This is an optimization exercise on Yosys and OpenROAD, whose aim is small area, a short achievable clock period and few clock cycles per item, not a production implementation. Only simulation tests tie the RTL to the original design; equivalence was not proved. Power and IR drop assume default switching activity.

Design keyed_entry_table_with_aging_unit, start of the top module:
module keyed_entry_table_with_aging_unit #(
    parameter int ENTRIES       = 16,
    parameter int PAYLOAD_WIDTH = 64,
    parameter int JOINT_WIDTH   = 64,
    parameter int TIME_WIDTH    = 12
) (
    input  logic                     i_clk,
    input  logic                     i_rst_n,
    input  logic                     i_in_valid,
    output logic                     o_in_stall,
    input  logic [1:0]               i_req_type,
    input  logic [keta_pkg::KEY_W-1:0]         i_net_id,
    input  logic                     i_has_payload,
    input  logic                     i_in_game,
    input  logic [PAYLOAD_WIDTH-1:0] i_payload,
    input  logic [JOINT_WIDTH-1:0]   i_joint_data,
    output logic                     o_out_valid,
    input  logic                     i_out_stall,
    output logic [2:0]               o_status,
    output logic [keta_pkg::SLOT_W-1:0]        o_slot,
    output logic                     o_out_in_game,
    output logic [PAYLOAD_WIDTH-1:0] o_out_payload,
    output logic [JOINT_WIDTH-1:0]   o_out_joint,
    output logic [keta_pkg::COUNT_W-1:0]       o_expired_count,
    input  logic                     i_cfg_valid,
    output logic                     o_cfg_ready,
    input  logic [keta_pkg::CFG_W-1:0]         i_cfg_data
);
Size in the first run: ~9400 cells after synthesis, about 2900 flip-flops, ~110000 sq um of cells after synthesis.
Settings: LEC_CHECK=0, ABC_AREA=1, CAP_MARGIN=20, CORE_MARGIN=2, CORE_UTILIZATION=60, CTS_CLUSTER_DIAMETER=80, CTS_CLUSTER_SIZE=20, SETUP_SLACK_MARGIN=5.0, SLEW_MARGIN=20, TNS_END_PERCENT=20; clock period 8.0 ns.
standard.sh (not shown) runs the stock make flow with config.mk's settings and CLKGATE_MAP_FILE= SYNTH_SCRIPT=/design/flow/synth_recipe.tcl, a recipe that flattens the netlist after the stock synthesis.
==> flow/flow/run.sh <==
#!/bin/bash
# The standard layout (standard.sh: standard synthesis through final), with two changes:
# - the port buffers that global placement inserts are plain buffers (buf_4) instead of the
#   delay buffers buffer_ports picks by default; every port still gets its buffer;
# - timing repair may resize a cell to a variant with another footprint (for example a
#   flip-flop to a stronger drive of the same flip-flop), not only to same-footprint cells.
set -euo pipefail
bash standard.sh "BUFFER_PORTS_ARGS=-buffer_cell sky130_fd_sc_hd__buf_4" MATCH_CELL_FOOTPRINT=0 finish > standard_flow.log 2>&1
The first run produced a clean layout.
Testbench counts at the start, summed over its fixed seeds: cycles 4,816, items 4,800.
Next try:
--- a/flow/design.v
+++ b/flow/design.v
@@ -232,19 +232,19 @@
         for (int a = 0; a < 9; a++)
             for (int b = 0; b < 9; b++)
                 c16[a+b] = c16[a+b] | (c8[0][a] & c8[1][b]);
         count16 = '0;
         for (int k = 0; k < 17; k++)
             if (c16[k]) count16 = count16 | CW'(k);
     endfunction
     assign o_in_stall  = r_in_stall;
     assign w_accept    = i_in_valid && !r_in_stall;
-    assign w_exec      = r_s1_valid && !r_refresh && (!r_q_valid || w_take);
+    assign w_exec      = r_s1_valid && !r_refresh && !r_q_valid;
     assign o_cfg_ready = 1'b1;
     assign w_upd  = w_exec && (r_s1_type == keta_pkg::REQ_UPDATE);
     assign w_jnt  = w_exec && (r_s1_type == keta_pkg::REQ_JOINT);
     assign w_lkp  = w_exec && (r_s1_type == keta_pkg::REQ_LOOKUP);
     assign w_tick = w_exec && (r_s1_type == keta_pkg::REQ_TICK);
     always_ff @(posedge i_clk) begin
         if (w_accept) begin
             r_s1_type        <= i_req_type;
             r_s1_key         <= i_net_id;
@@ -386,19 +386,19 @@
                 w_res.count   = count16(r_valid & r_old);
             end
         endcase
     end
     assign w_take    = r_out_valid && !i_out_stall;
     assign w_o_new   = w_exec && !r_q_valid && (!r_out_valid || !i_out_stall);
     assign w_o_fromq = r_q_valid && w_take;
     assign w_load_o  = w_o_new || w_o_fromq;
     assign w_o_hold  = r_out_valid && !w_load_o;
-    assign w_load_q  = w_exec && (r_q_valid || (r_out_valid && i_out_stall));
+    assign w_load_q  = w_exec && r_out_valid && i_out_stall;
     assign w_s1_valid  = w_accept || (r_s1_valid && !w_exec);
     assign w_out_valid = w_load_o || (r_out_valid && !w_take);
     assign w_q_valid   = w_load_q || (r_q_valid && !w_take);
     always_ff @(posedge i_clk) begin
         if (!i_rst_n) begin
             r_s1_valid  <= 1'b0;
             r_out_valid <= 1'b0;
             r_q_valid   <= 1'b0;
             r_in_stall  <= 1'b0;
Effect:
- The new run went through all stages and came out clean
- first-iteration DRC count grows slightly
- final cell count goes down slightly
- area after synthesis is about the same
- utilization drops by 0.41 points
- sequential cell count stays the same
- design area came out lower slightly
- routed wire length falls slightly
- worst setup slack gets better by 0.10 ns
- hold slack gains 0.0063 ns
- combinational power hardly moves
- count of clock-buffer cells in the layout goes up by 2
- critical path depth goes down by 7
- clock skew stays flat
- die area stays flat
Testbench counts after the change, summed over its fixed seeds: cycles 4,816, items 4,800.

[port drivers added, routing unchanged]
The results above use ideal ports. As a check the final layouts listed here were re-extracted and re-timed, cells and wires unchanged. Step 1 (the two cells are an assumption about what drives the block):
set clk [get_ports {i_clk}]
set_driving_cell -lib_cell sky130_fd_sc_hd__clkbuf_16 $clk
set_driving_cell -lib_cell sky130_fd_sc_hd__buf_2 [delete_from_list [all_inputs] $clk]
Step 2 adds t to the input delays and takes it off the output delays; t is the mean of the earliest and latest rising clock arrival at the registers after step 1. Input paths then give back, and output paths get back, about the clock's delay inside the block. a / b / c = ideal / step 1 / step 2; a / b = the first two.
| run | t (ns) | setup WS [ns] | clock arrival spread, ns |
|---|---|---|---|
| the first run | 0.921 | 4.685 / 4.607 / 3.808 | 0.035 / 0.034 |
| the second run | 0.924 | 4.788 / 4.697 / 4.029 | 0.035 / 0.035 |
After both steps every run listed still meets setup and hold. The setup slack of the first run, which loses most, moves by -0.078 ns with the drivers and by -0.877 ns with both steps.
